This is an optimization exercise on Yosys and OpenROAD, whose aim is small area, a short achievable clock period and few clock cycles, not a production implementation. Only simulation tests tie the RTL to the original design; equivalence was not proved. Power and IR drop assume default switching activity.

## flow/design.v

```verilog
package cdp_pkg;
	localparam int DATA_W = 8;
	localparam int REG_W = 16;
	localparam int RAM_ADDR_W = 8;  
	localparam int RAM_DEPTH = 256;
	localparam logic [3:0] RESET_P = 4'd0;
	localparam logic [3:0] RESET_X = 4'd0;
	typedef enum logic [3:0] {
		OP_IDL_LDN = 4'h0,
		OP_INC     = 4'h1,
		OP_DEC     = 4'h2,
		OP_BRANCH  = 4'h3,
		OP_LDA     = 4'h4,
		OP_STR     = 4'h5,
		OP_IO      = 4'h6,
		OP_MISC    = 4'h7,
		OP_GLO     = 4'h8,
		OP_GHI     = 4'h9,
		OP_PLO     = 4'ha,
		OP_PHI     = 4'hb,
		OP_LBR     = 4'hc,
		OP_SEP     = 4'hd,
		OP_SEX     = 4'he,
		OP_ALU     = 4'hf
	} major_op_e;
	typedef enum logic [2:0] {
		ALU_LOAD, ALU_OR, ALU_AND, ALU_XOR, ALU_ADD, ALU_SD, ALU_SHIFT, ALU_SM
	} alu_op_e;
	typedef enum logic [2:0] {
		ST_HALT, ST_FETCH, ST_FETCH_WAIT, ST_EXEC, ST_MEM_WAIT
	} core_state_e;
endpackage
`timescale 1ns/1ps
import cdp_pkg::*;
module cpu_alu (
	input  logic [2:0]        op,
	input  logic              shift_left,
	input  logic [DATA_W-1:0] d_in,
	input  logic              df_in,
	input  logic [DATA_W-1:0] operand,
	output logic [DATA_W-1:0] d_out,
	output logic              df_out
);
	logic [DATA_W:0] sum;
	logic [DATA_W:0] diff_sd;
	logic [DATA_W:0] diff_sm;
	assign sum = {1'b0, d_in} + {1'b0, operand};
	assign diff_sd = {1'b0, operand} - {1'b0, d_in};  
	assign diff_sm = {1'b0, d_in} - {1'b0, operand};  
	always_comb begin
		d_out = d_in;
		df_out = df_in;
		case (op)
			ALU_LOAD: d_out = operand;
			ALU_OR:   d_out = d_in | operand;
			ALU_AND:  d_out = d_in & operand;
			ALU_XOR:  d_out = d_in ^ operand;
			ALU_ADD: begin
				d_out = sum[DATA_W-1:0];
				df_out = sum[DATA_W];  
			end
			ALU_SD: begin
				d_out = diff_sd[DATA_W-1:0];
				df_out = ~diff_sd[DATA_W];  
			end
			ALU_SM: begin
				d_out = diff_sm[DATA_W-1:0];
				df_out = ~diff_sm[DATA_W];
			end
			ALU_SHIFT: begin
				if (shift_left) begin
					d_out = {d_in[DATA_W-2:0], 1'b0};
					df_out = d_in[DATA_W-1];
				end else begin
					d_out = {1'b0, d_in[DATA_W-1:1]};
					df_out = d_in[0];
				end
			end
		endcase
	end
endmodule
`timescale 1ns/1ps
import cdp_pkg::*;
module cpu_core (
	input  logic                  clk,
	input  logic                  rst_n,
	input  logic                  run,
	input  logic                  cpu_ack,
	input  logic [DATA_W-1:0]     cpu_rdata,
	output logic                  cpu_req,
	output logic                  cpu_we,
	output logic [RAM_ADDR_W-1:0] cpu_addr,
	output logic [DATA_W-1:0]     cpu_wdata,
	output logic                  q,
	output logic                  idle
);
	logic [REG_W-1:0] regs [16];
	logic [3:0] p;
	logic [3:0] x;
	logic [DATA_W-1:0] d;
	logic df;
	logic [DATA_W-1:0] ir;
	cdp_pkg::core_state_e state;
	logic [3:0] major;
	logic [2:0] alu_op;
	logic [3:0] n;
	logic branch_cond;
	logic take_branch;
	logic [DATA_W-1:0] alu_d;
	logic alu_df;
	logic mem_go;
	logic mem_we;
	logic [3:0] mem_ptr;
	logic ptr_inc;
	assign major = ir[7:4];
	assign n = ir[3:0];
	assign alu_op = (major == OP_ALU) ? ir[2:0] : ALU_LOAD;  
	always_comb begin
		case (ir[2:0])
			3'd0:    branch_cond = 1'b1;
			3'd1:    branch_cond = q;
			3'd2:    branch_cond = (d == '0);
			3'd3:    branch_cond = df;
			default: branch_cond = 1'b0;  
		endcase
	end
	assign take_branch = branch_cond ^ ir[3];
	always_comb begin
		mem_go = 1'b0;
		mem_we = 1'b0;
		mem_ptr = n;
		ptr_inc = 1'b0;
		case (major)
			OP_IDL_LDN: mem_go = (n != 4'd0);
			OP_BRANCH: begin
				mem_go = take_branch;  
				mem_ptr = p;
			end
			OP_LDA: begin
				mem_go = 1'b1;
				ptr_inc = 1'b1;
			end
			OP_STR: begin
				mem_go = 1'b1;
				mem_we = 1'b1;
			end
			OP_ALU: begin
				if (alu_op != ALU_SHIFT) begin
					mem_go = 1'b1;
					mem_ptr = ir[3] ? p : x;  
					ptr_inc = ir[3];
				end
			end
			default: ;
		endcase
	end
	cpu_alu i_cpu_alu (
		.op(alu_op),
		.shift_left(ir[3]),
		.d_in(d),
		.df_in(df),
		.operand(cpu_rdata),
		.d_out(alu_d),
		.df_out(alu_df)
	);
	always_ff @(posedge clk) begin
		if (!rst_n) begin
			state <= ST_HALT;
			p <= RESET_P;
			x <= RESET_X;
			regs[RESET_P] <= '0;
			d <= '0;
			df <= 1'b0;
			q <= 1'b0;
			idle <= 1'b0;
			cpu_req <= 1'b0;
			cpu_we <= 1'b0;
			cpu_addr <= '0;
			cpu_wdata <= '0;
		end else begin
			case (state)
				ST_HALT: if (run && !idle) state <= ST_FETCH;  
				ST_FETCH: begin
					if (!run) begin
						state <= ST_HALT;
					end else begin
						cpu_req <= 1'b1;
						cpu_we <= 1'b0;
						cpu_addr <= regs[p][RAM_ADDR_W-1:0];
						regs[p] <= regs[p] + 1'b1;
						state <= ST_FETCH_WAIT;
					end
				end
				ST_FETCH_WAIT: begin
					if (cpu_ack) begin
						cpu_req <= 1'b0;
						ir <= cpu_rdata;
						state <= ST_EXEC;
					end
				end
				ST_EXEC: begin
					if (mem_go) begin
						cpu_req <= 1'b1;
						cpu_we <= mem_we;
						cpu_addr <= regs[mem_ptr][RAM_ADDR_W-1:0];
						cpu_wdata <= d;
						state <= ST_MEM_WAIT;
					end else begin
						state <= ST_FETCH;
					end
					if (ptr_inc)
						regs[mem_ptr] <= regs[mem_ptr] + 1'b1;
					case (major)
						OP_IDL_LDN: begin
							if (n == 4'd0) begin
								idle <= 1'b1;
								state <= ST_HALT;
							end
						end
						OP_INC:    regs[n] <= regs[n] + 1'b1;
						OP_DEC:    regs[n] <= regs[n] - 1'b1;
						OP_BRANCH: if (!take_branch) regs[p] <= regs[p] + 1'b1;  
						OP_MISC: begin
							if (n == 4'ha)
								q <= 1'b0;  
							else if (n == 4'hb)
								q <= 1'b1;  
						end
						OP_GLO: d <= regs[n][DATA_W-1:0];
						OP_GHI: d <= regs[n][REG_W-1:DATA_W];
						OP_PLO: regs[n][DATA_W-1:0] <= d;
						OP_PHI: regs[n][REG_W-1:DATA_W] <= d;
						OP_SEP: p <= n;
						OP_SEX: x <= n;
						OP_ALU: begin
							if (alu_op == ALU_SHIFT) begin
								d <= alu_d;
								df <= alu_df;
							end
						end
						default: ;  
					endcase
				end
				ST_MEM_WAIT: begin
					if (cpu_ack) begin
						cpu_req <= 1'b0;
						state <= ST_FETCH;
						if (major == OP_BRANCH) begin
							regs[p][DATA_W-1:0] <= cpu_rdata;
						end else if (!cpu_we) begin
							d <= alu_d;
							df <= alu_df;
						end
					end
				end
				default: state <= ST_HALT;
			endcase
		end
	end
endmodule
`timescale 1ns/1ps
import cdp_pkg::*;
module mem_arbiter (
	input  logic                  clk,
	input  logic                  rst_n,
	input  logic                  host_req,
	input  logic                  host_we,
	input  logic [RAM_ADDR_W-1:0] host_addr,
	input  logic [DATA_W-1:0]     host_wdata,
	input  logic                  cpu_req,
	input  logic                  cpu_we,
	input  logic [RAM_ADDR_W-1:0] cpu_addr,
	input  logic [DATA_W-1:0]     cpu_wdata,
	input  logic [DATA_W-1:0]     ram_rdata,
	output logic                  host_ack,
	output logic [DATA_W-1:0]     host_rdata,
	output logic                  cpu_ack,
	output logic [DATA_W-1:0]     cpu_rdata,
	output logic                  ram_en,
	output logic                  ram_we,
	output logic [RAM_ADDR_W-1:0] ram_addr,
	output logic [DATA_W-1:0]     ram_wdata
);
	logic host_gnt;
	logic cpu_gnt;
	assign host_gnt = host_req && !host_ack;
	assign cpu_gnt = cpu_req && !cpu_ack && !host_gnt;  
	assign ram_en = host_gnt || cpu_gnt;
	assign ram_we = host_gnt ? host_we : (cpu_gnt && cpu_we);
	assign ram_addr = host_gnt ? host_addr : cpu_addr;
	assign ram_wdata = host_gnt ? host_wdata : cpu_wdata;
	always_ff @(posedge clk) begin
		if (!rst_n) begin
			host_ack <= 1'b0;
			cpu_ack <= 1'b0;
		end else begin
			host_ack <= host_gnt;
			cpu_ack <= cpu_gnt;
		end
	end
	assign host_rdata = host_ack ? ram_rdata : '0;
	assign cpu_rdata = cpu_ack ? ram_rdata : '0;
endmodule
`timescale 1ns/1ps
import cdp_pkg::*;
module scratch_ram (
	input  logic                  clk,
	input  logic                  en,
	input  logic                  we,
	input  logic [RAM_ADDR_W-1:0] addr,
	input  logic [DATA_W-1:0]     wdata,
	output logic [DATA_W-1:0]     rdata
);
	logic [DATA_W-1:0] mem [RAM_DEPTH];
	always_ff @(posedge clk) begin
		if (en) begin
			if (we)
				mem[addr] <= wdata;
			else
				rdata <= mem[addr];  
		end
	end
endmodule
`timescale 1ns/1ps
import cdp_pkg::*;
module cdp_top (
	input  logic                  clk,
	input  logic                  rst_n,
	input  logic                  run,
	input  logic                  host_req,
	input  logic                  host_we,
	input  logic [RAM_ADDR_W-1:0] host_addr,
	input  logic [DATA_W-1:0]     host_wdata,
	output logic                  host_ack,
	output logic [DATA_W-1:0]     host_rdata,
	output logic                  q,
	output logic                  idle
);
	logic cpu_req;
	logic cpu_we;
	logic [RAM_ADDR_W-1:0] cpu_addr;
	logic [DATA_W-1:0] cpu_wdata;
	logic cpu_ack;
	logic [DATA_W-1:0] cpu_rdata;
	logic ram_en;
	logic ram_we;
	logic [RAM_ADDR_W-1:0] ram_addr;
	logic [DATA_W-1:0] ram_wdata;
	logic [DATA_W-1:0] ram_rdata;
	cpu_core i_cpu_core (
		.clk(clk),
		.rst_n(rst_n),
		.run(run),
		.cpu_ack(cpu_ack),
		.cpu_rdata(cpu_rdata),
		.cpu_req(cpu_req),
		.cpu_we(cpu_we),
		.cpu_addr(cpu_addr),
		.cpu_wdata(cpu_wdata),
		.q(q),
		.idle(idle)
	);
	mem_arbiter i_mem_arbiter (
		.clk(clk),
		.rst_n(rst_n),
		.host_req(host_req),
		.host_we(host_we),
		.host_addr(host_addr),
		.host_wdata(host_wdata),
		.cpu_req(cpu_req),
		.cpu_we(cpu_we),
		.cpu_addr(cpu_addr),
		.cpu_wdata(cpu_wdata),
		.ram_rdata(ram_rdata),
		.host_ack(host_ack),
		.host_rdata(host_rdata),
		.cpu_ack(cpu_ack),
		.cpu_rdata(cpu_rdata),
		.ram_en(ram_en),
		.ram_we(ram_we),
		.ram_addr(ram_addr),
		.ram_wdata(ram_wdata)
	);
	scratch_ram i_scratch_ram (
		.clk(clk),
		.en(ram_en),
		.we(ram_we),
		.addr(ram_addr),
		.wdata(ram_wdata),
		.rdata(ram_rdata)
	);
endmodule
```

## flow/run.sh

```bash
#!/bin/bash
# synth_recipe.tcl (not shown) runs the flow's synth.tcl, then flattens the netlist and writes it again
# the make line also repeats each setting of config.mk as NAME=value (left out here)
make -C /OpenROAD-flow-scripts/flow DESIGN_CONFIG=/design/flow/config.mk WORK_HOME=/design/flow/orfs CLKGATE_MAP_FILE= SYNTH_SCRIPT=/design/flow/synth_recipe.tcl finish
```

## flow/config.mk

```make
export PLATFORM = sky130hd
export DESIGN_NAME = cdp_top
export DESIGN_NICKNAME = cdp_top
export VERILOG_FILES = /design/flow/design.v
export SDC_FILE = /design/flow/constraint.sdc
export NUM_CORES = 4
export LEC_CHECK = 0
export CAP_MARGIN = 20
export CORE_MARGIN = 2
export CORE_UTILIZATION = 50
export SLEW_MARGIN = 20
```

## flow/constraint.sdc

```tcl
create_clock -name core_clock -period 11.0 [get_ports {clk}]
set_input_delay 2.2000 -clock core_clock [delete_from_list [all_inputs] [get_ports {clk}]]
set_output_delay 2.2000 -clock core_clock [all_outputs]
set_load 0.01 [all_outputs]
```

==> flow_summary.html <==
<table>
<tr><th>Metric</th><th>Value</th></tr>
<tr><th colspan="2">Worst hold path</th></tr>
<tr><td>Worst min path class</td><td>reg2reg</td></tr>
<tr><td>Number of cells traversed by the worst hold path</td><td>2</td></tr>
<tr><th colspan="2">Global routing</th></tr>
<tr><td>Remaining global-route overflow</td><td>0</td></tr>
<tr><td>Largest net degree at the start of global routing</td><td>185</td></tr>
<tr><td>Via count of the first global-routing pass</td><td>56,600</td></tr>
<tr><td>Number of antenna violations at the first check in global routing</td><td>6</td></tr>
<tr><td>Global-route usage over all layers</td><td>28.0%</td></tr>
<tr><td>First-pass GRT wire length</td><td>~400 mm</td></tr>
<tr><th colspan="2">Place</th></tr>
<tr><td>Number of cells in the design after placement</td><td>between 8,000 and 9,000</td></tr>
<tr><td>HPWL Detailed</td><td>163 mm</td></tr>
<tr><td>Post-placement setup slack</td><td>3890 ps</td></tr>
<tr><td>Routability cong.</td><td>about 0.92</td></tr>
<tr><td>Count of input and output buffers</td><td>31</td></tr>
<tr><th colspan="2">Synthesis</th></tr>
<tr><td>Proportion of synthesized flip-flops having asynchronous set or reset</td><td>0%</td></tr>
<tr><td>Portion of the post-synthesis area used by sequential elements</td><td>73.2%</td></tr>
<tr><td>Post-synthesis instance area</td><td>just under 100,000 um2</td></tr>
<tr><td>Distinct cells, synth</td><td>84</td></tr>
<tr><td>Mapped Cells</td><td>6,061</td></tr>
<tr><td>Net count of the mapped netlist</td><td>6,135</td></tr>
<tr><td>Number of enable flip-flop cells after synthesis</td><td>2,320</td></tr>
<tr><td>FF+latch count, synth</td><td>2,370</td></tr>
<tr><td>Largest area contributor in the netlist</td><td>sky130_fd_sc_hd__edfxtp_1</td></tr>
<tr><td>Cell types occupying the most area after synthesis</td><td>sky130_fd_sc_hd__edfxtp_1 72%, sky130_fd_sc_hd__a22oi_1 3.8%, sky130_fd_sc_hd__mux4_2 3.7%, sky130_fd_sc_hd__a221oi_1 3.0%, sky130_fd_sc_hd__a22o_1 2.6%</td></tr>
<tr><td>Share of the synthesized area in the top cell type</td><td>72.2%</td></tr>
<tr><td>Synthesis Warnings</td><td>4</td></tr>
<tr><td>Main synth FF type</td><td>sky130_fd_sc_hd__edfxtp_1</td></tr>
<tr><td>Post-Syn Area per Cell</td><td>15.9 um2</td></tr>
<tr><th colspan="2">Finish</th></tr>
<tr><td>Count of filler cells inserted in the layout</td><td>15,000</td></tr>
<tr><td>Area Overhead vs Synth</td><td>10.9%</td></tr>
<tr><td>Finished Layout Cells</td><td>8,714</td></tr>
<tr><td>End-of-flow core utilization</td><td>between 50% and 60%</td></tr>
<tr><td>Fraction of layout instances using a drive strength above 1</td><td>11.5%</td></tr>
<tr><td>Count of nets after finishing</td><td>about 6,100</td></tr>
<tr><th colspan="2">Power</th></tr>
<tr><td>Total power draw</td><td>18.9 mW</td></tr>
<tr><td>Leakage component of the power</td><td>33.3 nW</td></tr>
<tr><td>PwrDens</td><td>approximately 180 nW/um2</td></tr>
<tr><td>Worst supply voltage drop on vdd</td><td>176 uV</td></tr>
<tr><th colspan="2">Critical path</th></tr>
<tr><td>Worst Path Arrival</td><td>6920 ps</td></tr>
<tr><td>Kind of end point of the critical path</td><td>flop</td></tr>
<tr><td>Required time worst endpoint</td><td>11,390 ps</td></tr>
<tr><td>Worst r2r path cells</td><td>11</td></tr>
<tr><td>WS Path Type</td><td>reg2reg</td></tr>
<tr><td>Crit Path Max Fanout</td><td>50</td></tr>
<tr><td>Sort of element at the start of the critical path</td><td>flop</td></tr>
<tr><th colspan="2">Detailed routing</th></tr>
<tr><td>Number of DRC violations after detailed routing</td><td>0</td></tr>
<tr><td>Via-per-instance ratio</td><td>between 6 and 7</td></tr>
<tr><td>Count of antenna-violating nets left after detailed routing</td><td>0</td></tr>
<tr><td>Detailed Route Iter0 Violations</td><td>between 7,000 and 8,000</td></tr>
<tr><td>Routed wirelength normalized by instance count</td><td>32.2 um</td></tr>
<tr><td>Total via count in the routed design</td><td>58,500</td></tr>
<tr><td>Pre-Repair DR Iteration Count</td><td>6</td></tr>
<tr><td>Routed wire length</td><td>280 mm</td></tr>
<tr><th colspan="2">CTS</th></tr>
<tr><td>CTS tree</td><td>yes</td></tr>
<tr><td>Worst-skew pair later-pin latency</td><td>880 ps</td></tr>
<tr><td>Sinks on Clock Net</td><td>2,370</td></tr>
<tr><td>Clock slew at reported path FFs</td><td>approximately 70 ps</td></tr>
<tr><td>Total number of H-tree levels</td><td>4</td></tr>
<tr><td>CTS resizes</td><td>0</td></tr>
<tr><td>Longest Clk Path Bufs</td><td>3</td></tr>
<tr><td>Total of hold buffers inserted after clock tree synthesis</td><td>0</td></tr>
<tr><td>Number of buffers added for setup after CTS</td><td>0</td></tr>
<tr><td>Total clock buffers created by CTS</td><td>231</td></tr>
<tr><td>Root buffer cell</td><td>sky130_fd_sc_hd__clkbuf_16</td></tr>
<tr><th colspan="2">Floorplan</th></tr>
<tr><td>Horiz. Die Dim</td><td>around 440 um</td></tr>
<tr><td>Std-Cell Rows</td><td>approximately 160</td></tr>
<tr><td>Overall die area</td><td>196,000 um2</td></tr>
<tr><td>Initial cell density of the core</td><td>approximately 50%</td></tr>
<tr><td>Height of the die</td><td>443 um</td></tr>
<tr><td>Top-level port count</td><td>32</td></tr>
<tr><td>Core region area</td><td>192,000 um2</td></tr>
<tr><th colspan="2">STA</th></tr>
<tr><td>Worst clock skew</td><td>48.9 ps</td></tr>
<tr><td>Headroom to the max-slew limit</td><td>14.1%</td></tr>
<tr><td>Max Slew Vio Count</td><td>0</td></tr>
<tr><td>Total negative setup slack</td><td>0 ps</td></tr>
<tr><td>Time the worst path needs with I/O delays and setup</td><td>~6500 ps</td></tr>
<tr><td>Fin. Hold Viols</td><td>0</td></tr>
<tr><td>Peak clock frequency supported by timing</td><td>~150 MHz</td></tr>
<tr><td>Total of endpoints with negative setup slack in the final report</td><td>0</td></tr>
<tr><td>Final period utilization</td><td>about three fifths</td></tr>
<tr><td>Unrepaired setup endpoints after global routing</td><td>false</td></tr>
<tr><td>Worst setup margin</td><td>4470 ps</td></tr>
<tr><td>Transition time of the tightest slew-check pin</td><td>1280 ps</td></tr>
<tr><th colspan="2">Job</th></tr>
<tr><td>Number of maximum-capacitance constraint violations</td><td>0</td></tr>
<tr><th colspan="2">Status</th></tr>
<tr><td>Status</td><td>timing/DRC/antenna clean</td></tr>
</table>
## per-stage QoR
| step | cell area (um2) | hold slack (ps) |
|---|---|---|
| 2_1_floorplan | 96500 | 431 |
| 3_3_place_gp | 99500 | 453 |
| 3_5_place_dp | 99500 | 475 |
| 4_1_cts | 107000 | 484 |
| 5_1_grt | 107000 | 512 |
| 6_report | 107000 | 485 |
## final timing paths
kind                                                     startpoint                                   to  slack, ps
worst max register to register           i_cpu_core.ir[7]$_DFFE_PP_     i_cpu_core.regs[9][14]$_DFFE_PP_       4470
worst max-delay path                     i_cpu_core.ir[7]$_DFFE_PP_     i_cpu_core.regs[9][14]$_DFFE_PP_       4470
worst min register to register  i_cpu_core.cpu_addr[7]$_SDFFE_PN0P_  i_cpu_core.cpu_addr[7]$_SDFFE_PN0P_        490
worst min-delay path            i_cpu_core.cpu_addr[7]$_SDFFE_PN0P_  i_cpu_core.cpu_addr[7]$_SDFFE_PN0P_        490
## power by group
part | internal (mW) | switching (mW) | total, mW
Clock | 4.40 | 3.40 | 7.80
Sequential | 9.93 | 0.0482 | 9.98
Combinational | 0.323 | 0.846 | 1.17
Total | 14.7 | 4.29 | 18.9
## metal layers
metal | wire length, um | vias up | track usage [%] | share of wire, %
li1 | - | 24900 | - | -
met1 | 110000 | 30000 | 38.5 | 39
met2 | 133000 | 3029 | 44.4 | 48
met3 | 24100 | 561 | 4.63 | 8.6
met4 | 12900 | 6 | 12.3 | 4.6
met5 | 34 | - | 0 | 0.012
## cells in the mapped netlist (all sizes together) (17+ instances only)
master and number:
nand2 224, o22ai 179, a211oi 21, a22o 283
and2 27, buf 126, xor2 17, xnor2 25
mux2i 102, nand3 37, o21ai 130, nand4 26
a221oi 327, edfxtp 2320, nor4 74, mux4 157
a22oi 483, dfxtp 50, nor2 392, clkbuf 350
nor3 25, o211ai 22, inv 38, a21oi 360
ha 49
## logic make-up (layout without fill, tap and decap cells)
logic type,after synthesis,after routing,synth area share [%]
buf+inv,515,635,2.22
xor+xnor,42,42,0.381
compound gates,1936,1936,14.5
fa+ha+maj,53,53,0.718
mux,267,267,4.82
flops,2370,2370,73.2
simple gates,878,878,4.14
other cells,0,7,0
## state kept, by name, indices dropped and copies added, names as in the netlist, named ones only
| signal | flops |
|---|---|
| i_cpu_core.cpu_addr | 8 |
| i_cpu_core.p | 4 |
| i_cpu_core.cpu_req | 1 |
| i_cpu_core.idle | 1 |
| i_scratch_ram.rdata | 8 |
| i_cpu_core.d | 8 |
| i_cpu_core.q | 1 |
| i_cpu_core.x | 4 |
| i_cpu_core.ir | 8 |
| i_cpu_core.df | 1 |
| i_mem_arbiter.cpu_ack | 1 |
| i_scratch_ram.mem | 2048 |
| i_cpu_core.cpu_wdata | 8 |
| i_cpu_core.regs | 256 |
| i_mem_arbiter.host_ack | 1 |
| i_cpu_core.cpu_we | 1 |
| i_cpu_core.state | 3 |
## layout by cell type (no fill, tap or decap), types with 17 or more instances in the layout
cell type	Yosys	layout
sky130_fd_sc_hd__clkinv_1	1	59
sky130_fd_sc_hd__nor4_1	71	63
sky130_fd_sc_hd__clkbuf_1	350	53
sky130_fd_sc_hd__xor2_1	17	17
sky130_fd_sc_hd__clkbuf_16	0	233
sky130_fd_sc_hd__o22ai_1	179	178
sky130_fd_sc_hd__nor3_1	24	23
sky130_fd_sc_hd__mux2i_1	102	101
sky130_fd_sc_hd__nand2_1	223	207
sky130_fd_sc_hd__clkinv_2	0	39
sky130_fd_sc_hd__ha_1	49	49
sky130_fd_sc_hd__a21oi_1	360	357
sky130_fd_sc_hd__inv_1	38	38
sky130_fd_sc_hd__a22o_1	283	283
sky130_fd_sc_hd__a221oi_1	326	326
sky130_fd_sc_hd__buf_4	14	121
sky130_fd_sc_hd__edfxtp_1	2320	2320
sky130_fd_sc_hd__o21ai_0	124	120
sky130_fd_sc_hd__a22oi_1	483	483
sky130_fd_sc_hd__nor2_1	392	384
sky130_fd_sc_hd__bufinv_16	0	21
sky130_fd_sc_hd__xnor2_1	25	25
sky130_fd_sc_hd__nand3_1	37	37
sky130_fd_sc_hd__and2_1	26	26
sky130_fd_sc_hd__dfxtp_1	50	46
sky130_fd_sc_hd__o211ai_1	22	22
sky130_fd_sc_hd__mux4_2	157	157
sky130_fd_sc_hd__a211oi_1	21	21
sky130_fd_sc_hd__clkdlybuf4s50_1	0	31
sky130_fd_sc_hd__nand4_1	25	25
## worst max-delay path: stages, from the launching register on
cell and delay [ps]:
sky130_fd_sc_hd__edfxtp_1 720, sky130_fd_sc_hd__nand2_1 260, sky130_fd_sc_hd__nor3_4 540, sky130_fd_sc_hd__o21a_4 710
sky130_fd_sc_hd__buf_4 720, sky130_fd_sc_hd__mux2i_1 160, sky130_fd_sc_hd__a221oi_1 320, sky130_fd_sc_hd__or4_1 380
sky130_fd_sc_hd__nand4b_1 600, sky130_fd_sc_hd__nor3_1 710, sky130_fd_sc_hd__a311o_1 260, sky130_fd_sc_hd__nand4b_1 560
## area by class of cell
class / count / area, um2 / area share (%)
flip-flops and latches: 2370 / 70700 / 66.0
multi-input cells: 3176 / 24100 / 22.5
clock buffers: 291 / 6100 / 5.70
well taps: 2526 / 3160 / 2.95
repair buffers: 171 / 1570 / 1.46
clock inverters: 134 / 1280 / 1.20
inverters: 39 / 146 / 0.137
diodes: 7 / 17.5 / 0.0164
Testbench counts, summed over its fixed seeds: cycles 297,252.

==> what the ideal ports hide <==
The results above use ideal ports. As a check the final layout listed here was re-extracted and re-timed, cells and wires unchanged.
Step 1 sets driving cells, clkbuf_16 on the clock port and buf_2 on the other inputs (assumed; they add their load-dependent delay and slew).
Step 2 moves the port delays by t, midway between the first and last clock arrival at a register: inputs arrive t later, outputs are due t later. That takes back most of the time a late clock gives input paths.
Slacks: no drivers / after step 1 / after step 2; pairs: no drivers / after step 1.
t (ns): 0.944
setup WS [ns]: 4.467 / 4.467 / 3.752
worst register clock-pin slew, ns: 0.07 / 0.07
After both steps setup and hold are still met in this run. The setup slack of this run moves by 0.000 ns with the drivers and by -0.715 ns with both steps.
